This design comes from an exercise in tuning for small area on the open sky130 flow, not from production work. In this exercise RTL edits were held to simulation tests only and were not proved equivalent to the original. Power figures rest on the tool's default switching activity, not on a simulated workload.

**flow/design.v**
```verilog
package cst_pkg;
  localparam int LINE_W   = 16;
  localparam int START_W  = 24;
  localparam int LENGTH_W = 16;
  localparam int DEF_LINE_BITS   = 16;
  localparam int DEF_OFFSET_BITS = 24;
  localparam int DEF_LENGTH_BITS = 16;
  localparam int DEF_QUEUE_DEPTH = 4;
  localparam logic [3:0] KIND_EOF      = 4'd0;
  localparam logic [3:0] KIND_ERROR    = 4'd1;
  localparam logic [3:0] KIND_CONSTANT = 4'd2;
  localparam logic [3:0] KIND_IDENT    = 4'd3;
  localparam logic [3:0] KIND_LPAREN   = 4'd4;
  localparam logic [3:0] KIND_RPAREN   = 4'd5;
  localparam logic [3:0] KIND_LBRACE   = 4'd6;
  localparam logic [3:0] KIND_RBRACE   = 4'd7;
  localparam logic [3:0] KIND_LBRACKET = 4'd8;
  localparam logic [3:0] KIND_RBRACKET = 4'd9;
  localparam logic [3:0] KIND_SEMI     = 4'd10;
  localparam logic [3:0] KIND_TILDE    = 4'd11;
  localparam logic [3:0] KIND_MINUS    = 4'd12;
  localparam logic [3:0] KIND_INT      = 4'd13;
  localparam logic [3:0] KIND_VOID     = 4'd14;
  localparam logic [3:0] KIND_RETURN   = 4'd15;
  localparam logic [7:0] CH_TAB      = 8'h09;
  localparam logic [7:0] CH_LF       = 8'h0A;
  localparam logic [7:0] CH_CR       = 8'h0D;
  localparam logic [7:0] CH_SPACE    = 8'h20;
  localparam logic [7:0] CH_LPAREN   = 8'h28;
  localparam logic [7:0] CH_RPAREN   = 8'h29;
  localparam logic [7:0] CH_MINUS    = 8'h2D;
  localparam logic [7:0] CH_DOT      = 8'h2E;
  localparam logic [7:0] CH_SLASH    = 8'h2F;
  localparam logic [7:0] CH_SEMI     = 8'h3B;
  localparam logic [7:0] CH_LBRACKET = 8'h5B;
  localparam logic [7:0] CH_RBRACKET = 8'h5D;
  localparam logic [7:0] CH_LBRACE   = 8'h7B;
  localparam logic [7:0] CH_RBRACE   = 8'h7D;
  localparam logic [7:0] CH_TILDE    = 8'h7E;
  localparam logic [7:0] CH_I        = 8'h69;
  localparam logic [7:0] CH_V        = 8'h76;
  localparam logic [7:0] CH_R        = 8'h72;
  localparam logic [3:0] KW_NONE        = 4'd0;
  localparam logic [3:0] KW_INT_1       = 4'd1;
  localparam logic [3:0] KW_INT_DONE    = 4'd3;
  localparam logic [3:0] KW_VOID_1      = 4'd4;
  localparam logic [3:0] KW_VOID_DONE   = 4'd7;
  localparam logic [3:0] KW_RETURN_1    = 4'd8;
  localparam logic [3:0] KW_RETURN_DONE = 4'd13;
  localparam logic [15:0] KW_CONT = 16'h1F76;
  typedef struct packed {
    logic [7:0] source_byte;
    logic       end_of_source;
  } in_item_t;
  typedef struct packed {
    logic [3:0]          token_kind;
    logic [LINE_W-1:0]   token_line;
    logic [START_W-1:0]  token_start;
    logic [LENGTH_W-1:0] token_length;
    logic                last_of_run;
  } out_item_t;
  typedef struct packed {
    logic [3:0]          kind;
    logic [LINE_W-1:0]   line;
    logic [START_W-1:0]  start;
    logic [LENGTH_W-1:0] length;
  } token_t;
  typedef struct packed {
    logic [1:0]       last_idx;
    token_t           token2;
    token_t           token1;
    token_t           token0;
  } bundle_t;
endpackage
module cst_front #(
  parameter int LINE_BITS   = cst_pkg::DEF_LINE_BITS,
  parameter int OFFSET_BITS = cst_pkg::DEF_OFFSET_BITS,
  parameter int LENGTH_BITS = cst_pkg::DEF_LENGTH_BITS
) (
  input  logic               clk,
  input  logic               rst,
  input  logic               src_valid,
  output logic               src_ready,
  input  cst_pkg::in_item_t  src_item,
  input  logic               full,
  output logic               push,
  output cst_pkg::bundle_t   push_bundle
);
  localparam logic [2:0] MODE_IDLE     = 3'd0;
  localparam logic [2:0] MODE_IDENT    = 3'd1;
  localparam logic [2:0] MODE_NUMBER   = 3'd2;
  localparam logic [2:0] MODE_NUMDOT   = 3'd3;
  localparam logic [2:0] MODE_FRACTION = 3'd4;
  localparam logic [2:0] MODE_SLASH    = 3'd5;
  localparam logic [2:0] MODE_COMMENT  = 3'd6;
  localparam logic [LINE_BITS-1:0]   LINE_ONE = LINE_BITS'(1);
  localparam logic [OFFSET_BITS-1:0] OFF_ONE  = OFFSET_BITS'(1);
  localparam logic [LENGTH_BITS-1:0] LEN_ONE  = LENGTH_BITS'(1);
  localparam logic [LENGTH_BITS-1:0] LEN_ZERO = '0;
  logic [2:0]             mode, mode_next;
  logic [LINE_BITS-1:0]   line_count, line_next;
  logic [OFFSET_BITS-1:0] byte_offset, offset_next;
  logic [OFFSET_BITS-1:0] token_origin, origin_next;
  logic [LENGTH_BITS-1:0] token_count, count_next;
  logic [3:0]             kw_progress, kw_next;
  logic                   finished, finished_next;
  logic                   fire;
  logic [7:0]             c;
  logic [LINE_BITS-1:0]   line_inc;
  logic [OFFSET_BITS-1:0] offset_inc, prev_offset;
  logic [LENGTH_BITS-1:0] count_inc1, count_inc2;
  cst_pkg::token_t     f0, f1, t_tok;
  logic [1:0] fcount, fcnt_eff, n_tok;
  logic       do_flush, do_start, t_valid;
  function automatic logic [7:0] kw_expect(input logic [3:0] code);
    logic [7:0] e;
    case (code)
      4'd1:    e = 8'h6E;
      4'd2:    e = 8'h74;
      4'd4:    e = 8'h6F;
      4'd5:    e = 8'h69;
      4'd6:    e = 8'h64;
      4'd8:    e = 8'h65;
      4'd9:    e = 8'h74;
      4'd10:   e = 8'h75;
      4'd11:   e = 8'h72;
      4'd12:   e = 8'h6E;
      default: e = 8'h00;
    endcase
    kw_expect = e;
  endfunction
  function automatic logic is_letter(input logic [7:0] c);
    is_letter = (c >= 8'h61 && c <= 8'h7A) || (c >= 8'h41 && c <= 8'h5A) || c == 8'h5F;
  endfunction
  function automatic logic is_decimal(input logic [7:0] c);
    is_decimal = c >= 8'h30 && c <= 8'h39;
  endfunction
  function automatic logic is_punct(input logic [7:0] c);
    is_punct = c == cst_pkg::CH_LPAREN || c == cst_pkg::CH_RPAREN || c == cst_pkg::CH_LBRACE || c == cst_pkg::CH_RBRACE ||
           c == cst_pkg::CH_LBRACKET || c == cst_pkg::CH_RBRACKET || c == cst_pkg::CH_SEMI || c == cst_pkg::CH_TILDE ||
           c == cst_pkg::CH_MINUS;
  endfunction
  function automatic logic [3:0] punct_kind(input logic [7:0] c);
    logic [3:0] k;
    unique case (c)
      cst_pkg::CH_LPAREN:   k = cst_pkg::KIND_LPAREN;
      cst_pkg::CH_RPAREN:   k = cst_pkg::KIND_RPAREN;
      cst_pkg::CH_LBRACE:   k = cst_pkg::KIND_LBRACE;
      cst_pkg::CH_RBRACE:   k = cst_pkg::KIND_RBRACE;
      cst_pkg::CH_LBRACKET: k = cst_pkg::KIND_LBRACKET;
      cst_pkg::CH_RBRACKET: k = cst_pkg::KIND_RBRACKET;
      cst_pkg::CH_SEMI:     k = cst_pkg::KIND_SEMI;
      cst_pkg::CH_TILDE:    k = cst_pkg::KIND_TILDE;
      cst_pkg::CH_MINUS:    k = cst_pkg::KIND_MINUS;
      default:     k = cst_pkg::KIND_ERROR;
    endcase
    punct_kind = k;
  endfunction
  function automatic logic [3:0] kw_begin(input logic [7:0] c);
    logic [3:0] k;
    unique case (c)
      cst_pkg::CH_I:    k = cst_pkg::KW_INT_1;
      cst_pkg::CH_V:    k = cst_pkg::KW_VOID_1;
      cst_pkg::CH_R:    k = cst_pkg::KW_RETURN_1;
      default: k = cst_pkg::KW_NONE;
    endcase
    kw_begin = k;
  endfunction
  function automatic logic [3:0] kw_advance(input logic [3:0] code, input logic [7:0] c);
    if (cst_pkg::KW_CONT[code] && c == kw_expect(code)) kw_advance = code + 4'd1;
    else kw_advance = cst_pkg::KW_NONE;
  endfunction
  function automatic logic [3:0] ident_kind(input logic [3:0] code);
    logic [3:0] k;
    unique case (code)
      cst_pkg::KW_INT_DONE:    k = cst_pkg::KIND_INT;
      cst_pkg::KW_VOID_DONE:   k = cst_pkg::KIND_VOID;
      cst_pkg::KW_RETURN_DONE: k = cst_pkg::KIND_RETURN;
      default:        k = cst_pkg::KIND_IDENT;
    endcase
    ident_kind = k;
  endfunction
  function automatic cst_pkg::token_t mk(input logic [3:0] kind, input logic [LINE_BITS-1:0] ln,
                                input logic [OFFSET_BITS-1:0] st,
                                input logic [LENGTH_BITS-1:0] len);
    logic [31:0] lw, sw, nw;
    cst_pkg::token_t t;
    lw = 32'(ln);
    sw = 32'(st);
    nw = 32'(len);
    t.kind   = kind;
    t.line   = lw[cst_pkg::LINE_W-1:0];
    t.start  = sw[cst_pkg::START_W-1:0];
    t.length = nw[cst_pkg::LENGTH_W-1:0];
    mk = t;
  endfunction
  assign src_ready = !full;
  assign fire      = src_valid && src_ready;
  assign c         = src_item.source_byte;
  assign line_inc    = (line_count == '1) ? line_count : line_count + LINE_ONE;
  assign offset_inc  = (byte_offset == '1) ? byte_offset : byte_offset + OFF_ONE;
  assign prev_offset = (byte_offset != '0) ? byte_offset - OFF_ONE : '0;
  assign count_inc1  = (token_count == '1) ? token_count : token_count + LEN_ONE;
  assign count_inc2  = (count_inc1 == '1) ? count_inc1 : count_inc1 + LEN_ONE;
  always_comb begin
    f0     = mk(cst_pkg::KIND_CONSTANT, line_count, token_origin, token_count);
    f1     = mk(cst_pkg::KIND_ERROR, line_count, prev_offset, LEN_ONE);
    fcount = 2'd0;
    unique case (mode)
      MODE_IDENT: begin
        f0     = mk(ident_kind(kw_progress), line_count, token_origin, token_count);
        fcount = 2'd1;
      end
      MODE_NUMBER, MODE_FRACTION: fcount = 2'd1;
      MODE_NUMDOT:                fcount = 2'd2;
      MODE_SLASH: begin
        f0     = mk(cst_pkg::KIND_ERROR, line_count, token_origin, LEN_ONE);
        fcount = 2'd1;
      end
      default: fcount = 2'd0;
    endcase
  end
  always_comb begin
    mode_next     = mode;
    line_next     = line_count;
    offset_next   = byte_offset;
    origin_next   = token_origin;
    count_next    = token_count;
    kw_next       = kw_progress;
    finished_next = finished;
    do_flush      = 1'b0;
    do_start      = 1'b0;
    t_valid       = 1'b0;
    t_tok         = mk(cst_pkg::KIND_ERROR, line_count, byte_offset, LEN_ONE);
    if (fire) begin
      if (src_item.end_of_source) begin
        do_flush = !finished;
      end else if (!finished) begin
        offset_next = offset_inc;
        unique case (mode)
          MODE_IDENT: begin
            if (is_letter(c) || is_decimal(c)) begin
              count_next = count_inc1;
              kw_next    = kw_advance(kw_progress, c);
            end else begin
              do_flush = 1'b1;
              do_start = 1'b1;
            end
          end
          MODE_NUMBER: begin
            if (is_decimal(c)) begin
              count_next = count_inc1;
            end else if (c == cst_pkg::CH_DOT) begin
              mode_next = MODE_NUMDOT;
            end else begin
              do_flush = 1'b1;
              do_start = 1'b1;
            end
          end
          MODE_NUMDOT: begin
            if (is_decimal(c)) begin
              count_next = count_inc2;
              mode_next  = MODE_FRACTION;
            end else begin
              do_flush = 1'b1;
              do_start = 1'b1;
            end
          end
          MODE_FRACTION: begin
            if (is_decimal(c)) begin
              count_next = count_inc1;
            end else begin
              do_flush = 1'b1;
              do_start = 1'b1;
            end
          end
          MODE_SLASH: begin
            if (c == cst_pkg::CH_SLASH) begin
              mode_next = MODE_COMMENT;
            end else begin
              do_flush = 1'b1;
              do_start = 1'b1;
            end
          end
          MODE_COMMENT: begin
            if (c == cst_pkg::CH_LF) begin
              line_next = line_inc;
              mode_next = MODE_IDLE;
            end
          end
          default: do_start = 1'b1;
        endcase
      end
      if (do_flush) begin
        mode_next = MODE_IDLE;
        kw_next   = cst_pkg::KW_NONE;
      end
      if (do_start) begin
        mode_next = MODE_IDLE;
        priority if (c == cst_pkg::CH_SPACE || c == cst_pkg::CH_TAB || c == cst_pkg::CH_CR) begin
          mode_next = MODE_IDLE;
        end else if (c == cst_pkg::CH_LF) begin
          line_next = line_inc;
        end else if (c == cst_pkg::CH_SLASH) begin
          mode_next   = MODE_SLASH;
          origin_next = byte_offset;
        end else if (is_punct(c)) begin
          t_valid = 1'b1;
          t_tok   = mk(punct_kind(c), line_count, byte_offset, LEN_ONE);
        end else if (is_letter(c)) begin
          mode_next   = MODE_IDENT;
          origin_next = byte_offset;
          count_next  = LEN_ONE;
          kw_next     = kw_begin(c);
        end else if (is_decimal(c)) begin
          mode_next   = MODE_NUMBER;
          origin_next = byte_offset;
          count_next  = LEN_ONE;
        end else begin
          t_valid = 1'b1;
        end
      end
      if (src_item.end_of_source) begin
        t_valid       = 1'b1;
        t_tok         = mk(cst_pkg::KIND_EOF, line_count, byte_offset, LEN_ZERO);
        finished_next = 1'b1;
        mode_next     = MODE_IDLE;
      end
    end
  end
  assign fcnt_eff = do_flush ? fcount : 2'd0;
  assign n_tok    = fcnt_eff + {1'b0, t_valid};
  assign push     = fire && (n_tok != 2'd0);
  always_comb begin
    push_bundle.last_idx  = n_tok - 2'd1;
    push_bundle.token0 = (fcnt_eff != 2'd0) ? f0 : t_tok;
    push_bundle.token1 = (fcnt_eff == 2'd2) ? f1 : t_tok;
    push_bundle.token2 = t_tok;
  end
  always_ff @(posedge clk) begin
    if (rst) begin
      mode         <= MODE_IDLE;
      line_count   <= LINE_ONE;
      byte_offset  <= '0;
      token_origin <= '0;
      token_count  <= '0;
      kw_progress  <= cst_pkg::KW_NONE;
      finished     <= 1'b0;
    end else begin
      mode         <= mode_next;
      line_count   <= line_next;
      byte_offset  <= offset_next;
      token_origin <= origin_next;
      token_count  <= count_next;
      kw_progress  <= kw_next;
      finished     <= finished_next;
    end
  end
endmodule
module cst_queue #(
  parameter int DEPTH = cst_pkg::DEF_QUEUE_DEPTH
) (
  input  logic             clk,
  input  logic             rst,
  input  logic             push,
  input  cst_pkg::bundle_t push_bundle,
  output logic             full,
  input  logic             pop,
  output cst_pkg::bundle_t head,
  output logic             empty
);
  localparam int PTR_W = (DEPTH > 1) ? $clog2(DEPTH) : 1;
  localparam int CNT_W = $clog2(DEPTH + 1);
  localparam logic [PTR_W-1:0] PTR_LAST = PTR_W'(DEPTH - 1);
  localparam logic [PTR_W-1:0] PTR_ONE  = PTR_W'(1);
  localparam logic [CNT_W-1:0] CNT_FULL = CNT_W'(DEPTH);
  localparam logic [CNT_W-1:0] CNT_ONE  = CNT_W'(1);
  localparam int BUNDLE_W = 2 + 3 * (4 + cst_pkg::LINE_W + cst_pkg::START_W + cst_pkg::LENGTH_W);
  logic [BUNDLE_W-1:0] store [DEPTH];
  logic [PTR_W-1:0] wr_ptr, rd_ptr;
  logic [CNT_W-1:0] count;
  assign full  = (count == CNT_FULL);
  assign empty = (count == '0);
  assign head  = store[rd_ptr];
  always_ff @(posedge clk) begin
    if (push) begin
      store[wr_ptr] <= push_bundle;
    end
  end
  always_ff @(posedge clk) begin
    if (rst) begin
      wr_ptr <= '0;
      rd_ptr <= '0;
      count  <= '0;
    end else begin
      if (push) begin
        wr_ptr <= (wr_ptr == PTR_LAST) ? '0 : wr_ptr + PTR_ONE;
      end
      if (pop) begin
        rd_ptr <= (rd_ptr == PTR_LAST) ? '0 : rd_ptr + PTR_ONE;
      end
      unique case ({push, pop})
        2'b10:   count <= count + CNT_ONE;
        2'b01:   count <= count - CNT_ONE;
        default: count <= count;
      endcase
    end
  end
endmodule
module cst_back (
  input  logic               clk,
  input  logic               rst,
  input  cst_pkg::bundle_t   head,
  input  logic               empty,
  output logic               pop,
  output logic               tok_valid,
  input  logic               tok_ready,
  output cst_pkg::out_item_t tok_item
);
  logic [1:0] idx;
  cst_pkg::token_t     cur;
  logic       is_last;
  always_comb begin
    unique case (idx)
      2'd0:    cur = head.token0;
      2'd1:    cur = head.token1;
      default: cur = head.token2;
    endcase
  end
  assign is_last   = (idx == head.last_idx);
  assign tok_valid = !empty;
  assign pop       = tok_valid && tok_ready && is_last;
  always_comb begin
    tok_item.token_kind   = cur.kind;
    tok_item.token_line   = cur.line;
    tok_item.token_start  = cur.start;
    tok_item.token_length = cur.length;
    tok_item.last_of_run  = is_last;
  end
  always_ff @(posedge clk) begin
    if (rst) begin
      idx <= 2'd0;
    end else if (tok_valid && tok_ready) begin
      idx <= is_last ? 2'd0 : idx + 2'd1;
    end
  end
endmodule
module c_subset_token_scanner #(
  parameter int LINE_BITS   = cst_pkg::DEF_LINE_BITS,
  parameter int OFFSET_BITS = cst_pkg::DEF_OFFSET_BITS,
  parameter int LENGTH_BITS = cst_pkg::DEF_LENGTH_BITS,
  parameter int QUEUE_DEPTH = cst_pkg::DEF_QUEUE_DEPTH
) (
  input  logic               clk,
  input  logic               rst,
  input  logic               src_valid,
  output logic               src_ready,
  input  logic [8:0]         src_item,
  output logic               tok_valid,
  input  logic               tok_ready,
  output logic [60:0]        tok_item
);
  logic    push, pop, full, empty;
  cst_pkg::bundle_t push_bundle, head;
  cst_pkg::in_item_t         src_in;
  cst_pkg::out_item_t        tok_out;
  assign src_in   = cst_pkg::in_item_t'(src_item);
  assign tok_item = tok_out;
  cst_front #(
    .LINE_BITS  (LINE_BITS),
    .OFFSET_BITS(OFFSET_BITS),
    .LENGTH_BITS(LENGTH_BITS)
  ) u_front (
    .clk        (clk),
    .rst        (rst),
    .src_valid  (src_valid),
    .src_ready  (src_ready),
    .src_item   (src_in),
    .full       (full),
    .push       (push),
    .push_bundle(push_bundle)
  );
  cst_queue #(
    .DEPTH(QUEUE_DEPTH)
  ) u_queue (
    .clk        (clk),
    .rst        (rst),
    .push       (push),
    .push_bundle(push_bundle),
    .full       (full),
    .pop        (pop),
    .head       (head),
    .empty      (empty)
  );
  cst_back u_back (
    .clk      (clk),
    .rst      (rst),
    .head     (head),
    .empty    (empty),
    .pop      (pop),
    .tok_valid(tok_valid),
    .tok_ready(tok_ready),
    .tok_item (tok_out)
  );
endmodule
```
**flow/run.sh**
```bash
#!/bin/bash
# synth_recipe.tcl (not shown) runs the flow's synth.tcl, then flattens the netlist and writes it again
# the make line also repeats each setting of config.mk as NAME=value (left out here)
make -C /OpenROAD-flow-scripts/flow DESIGN_CONFIG=/design/flow/config.mk WORK_HOME=/design/flow/orfs CLKGATE_MAP_FILE= SYNTH_SCRIPT=/design/flow/synth_recipe.tcl finish
```
**flow/config.mk**
```make
export PLATFORM = sky130hd
export DESIGN_NAME = c_subset_token_scanner
export DESIGN_NICKNAME = c_subset_token_scanner
export VERILOG_FILES = /design/flow/design.v
export SDC_FILE = /design/flow/constraint.sdc
export NUM_CORES = 4
export LEC_CHECK = 0
export CAP_MARGIN = 20
export CORE_MARGIN = 2
export CORE_UTILIZATION = 40
export SLEW_MARGIN = 20
```
**flow/constraint.sdc**
```tcl
create_clock -name core_clock -period 8.0 [get_ports {clk}]
set_input_delay 1.6000 -clock core_clock [delete_from_list [all_inputs] [get_ports {clk}]]
set_output_delay 1.6000 -clock core_clock [all_outputs]
set_load 0.01 [all_outputs]
```
==> notes.md <==
-- layout make-up --
class	instances	area, µm²	share of cell area (%)
clock buffers	74	1620	5.36
clock inverters	40	533	1.77
inverters	43	161	0.536
multi-input cells	1147	9100	30.2
flip-flops and latches	585	16500	54.8
well taps	855	1070	3.55
repair buffers	111	1130	3.75
-- metal layers --
layer  track usage, %  vias to the layer above  wire length (µm)
li1                 -                     7430                 -
met1             24.3                     8230             26500
met3             2.78                       91              3160
met4             4.97                        0              1240
met5                0                        -                 0
met2             31.0                      472             30400
-- layout by cell type, fill, tap and decap left out, types with 25 or more instances in the layout --
cell type / instances
nand4_1: 29
xor2_1: 35
clkbuf_16: 61
nor3_1: 40
mux2i_1: 30
clkdlybuf4s50_1: 74
edfxtp_1: 480
inv_1: 43
nand3_1: 39
o21ai_0: 71
nand2_1: 154
dfxtp_1: 103
a22oi_1: 30
a21oi_1: 71
or3_1: 25
and2_1: 38
xnor2_1: 28
buf_4: 28
mux4_2: 120
nor2_1: 151
-- power breakdown --
part	total [W]	internal, W	switching, W
Sequential	0.00334	0.00331	0.0000264
Clock	0.00298	0.00180	0.00118
Combinational	0.000404	0.000170	0.000234
Total	0.00673	0.00528	0.00144
-- sequential cells by signal (all words and copies together), names as in the netlist, named ones only --
name	flops
u_queue.count	3
u_front.token_origin	24
u_queue.wr_ptr	2
u_queue.rd_ptr	2
u_front.byte_offset	24
u_front.kw_progress	4
u_front.token_count	16
u_back.idx	2
u_front.finished	1
u_front.mode	3
u_queue.store	480
u_front.line_count	16
-- logic make-up (layout without fill, tap and decap cells) --
family / count (synthesis) / in the layout / synth area share [%]
simple gates: 577 / 577 / 10.8
xor+xnor: 63 / 63 / 2.10
flops: 585 / 585 / 62.8
mux: 173 / 173 / 12.4
buf+inv: 177 / 268 / 2.78
fa+ha+maj: 22 / 22 / 1.08
compound gates: 312 / 312 / 7.99
-- path summary, 6_finish.rpt --
check | endpoint
min reg2reg | u_front.token_origin[14]
max | u_queue.store[3][13]
min | u_front.token_origin[14]
max reg2reg | u_queue.store[3][13]
-- worst min-delay path: cells and delay by family, from the launching register on --
| kind | cells | cell delay (ns) |
|---|---|---|
| AOI/OAI and AO/OA | 1 | 0.06 |
| DFF | 1 | 0.33 |
| and+or+nand+nor | 1 | 0.07 |
-- metrics by stage --
stage / setup slack, ns / cells / power, W
6_report: 1.58 / 2855 / 0.00673
5_1_grt: 1.26 / 2855 / 0.00694
4_1_cts: 1.62 / 2855 / 0.00680
3_5_place_dp: 0.974 / 2741 / 0.00382
3_3_place_gp: 1.11 / 2741 / 0.00381
2_1_floorplan: 0.365 / 1909 / 0.00364
==> impl_metrics.ini <==
[outcome]
outcome = complete, no violations

[detailed_routing]
routed_wirelength_um = 61300
viasPerCell = 5.68
ant_nets = 0
drt_iter0_drc = 1485
first_pass_iters = 5
num_vias = 16200
wl_per_cell_um = 21.5
drcViolationCount = 0

[finish]
num_antenna_cells = 0
nets = 1983
fill_cells = 5697
final_core_util_pct = 46.6
syn_to_final_growth_pct = 14.6
drive_gt1_share_pct = 16.0
final_area_um2 = 30100

[power]
cellPowerDensity_nw_per_um2 = 223
ir_drop_uv = 167
power_leakage_nw = 10.0

[floorplanning]
dieArea_um2 = 67800
std_cell_rows = 93
die_h_um = 260
core_area_um2 = 64700
io_pins = 76
die_w_um = 260
start_util_pct = 40.6

[logic_synthesis]
synthArstFlopShare_pct = 0
synth_top_area_share_pct = 54.8
syn_nets = 1944
yosysUniqueCellTypes = 90
yosysTopAreaCell = edfxtp_1
synth_area_um2 = 26300
postSynthAreaPerCell_um2 = 13.8
synth_cells = 1909
yosys_warnings = 3
seq_area_frac_synth_pct = 62.8
synth_ff_type = edfxtp_1
synthTopCellsByArea = edfxtp_1, mux4_2, dfxtp_1
synth_edf_count = 480
synth_most_common_cell = edfxtp_1
yosys-top-cells-count = edfxtp_1, nand2_1, nor2_1
synth-seq-cells = 585

[worst_setup_path]
rrSetupSlack_ns = 2.91
r2r_cells = 13
crit_type = input pin to register
crit_cells = 15
path_cells = clkdlybuf4s50_1 > o21ai_1 > and2_1 > buf_4 > o32a_2 > and3_1 > nor4_1 > and2b_1 > a32o_1 > ha_1 > xor2_1 > ha_1 > nor2_1 > and2_4 > buf_4
startpoint_type = input pin
cp_data_arrival_time_ns = 6.73
reg2reg_from = u_front.mode[0]
cp_data_required_time_ns = 8.31
slowest_stage = clkdlybuf4s50_1
crit_path_end_kind = register
critical_path.top_delay_family = simple AND/OR/NAND/NOR gates
startpoint = src_item[2]
worst-path-buf-inv = 3
worst-path-max-fanout = 42
crit_path_max_incr_delay_ns = 0.90

[sta]
slew_viol_final = 0
slew_headroom_pct = 27.5
clock.fmax_mhz = 156
setup_violations = 0
tns_ns = 0
post-route-period-util_pct = 80.2
hold_violations = 0
worst_pin_slew_ns = 1.09
clock_skew_ns = 0.0163
rsz0062_at_grt = no
period_needed_ns = 6.42
hold_ws_ns = 0.487

[worst_hold_path]
holdPathStages = 2
hp-start = u_front.token_origin[14]
hold_path.class = register to register

[place]
dp_hpwl_um = 37500
placed_area_um2 = 28000
place_congestion = 0.879
io_buffers = 75

[clock_network]
cts_resized = 0
path_clk_slew_ns = 0.06
insertion_delay_ns = 0.63
cts_sinks = 585
ctsLongestPathBuffers = 3
cts_tree = built
postCtsSetupBuffers = 0
cts-root-buf = clkbuf_16
htree_levels = 2
cts_hold_buf = 0
cts_made_buffers = 60

[global_route]
grtUsageTotal_pct = 18.2
grt_pass1_vias = 16400
grt_pass1_wl_um = 95700
grt_max_degree = 69
grt_overflow = 0
antenna_found_initial = 0

[run]
cap_violations = 0

## separate check: timing with driven ports
In the flow no input, the clock included, has a driving cell. The finished layout below was timed again as built, in two steps.
Step 1 sets driving cells, clkbuf_16 on the clock port and buf_2 on the other inputs (assumed; they add their load-dependent delay and slew).
Step 2 also shifts input and output timing later by t, the mid clock arrival at the registers, as if the neighbouring blocks saw the same clock.
Slacks: no drivers / after step 1 / after step 2; pairs: no drivers / after step 1.
shift t [ns]: 0.679
setup slack, ns: 1.580 / 1.619 / 0.939
worst hold slack (ns): 0.487 / 0.487 / 0.487
pins driven straight from the clock port: 1
After both steps this run still meets setup and hold. For this run, drivers alone change the setup slack by +0.039 ns; drivers and shift together by -0.641 ns.
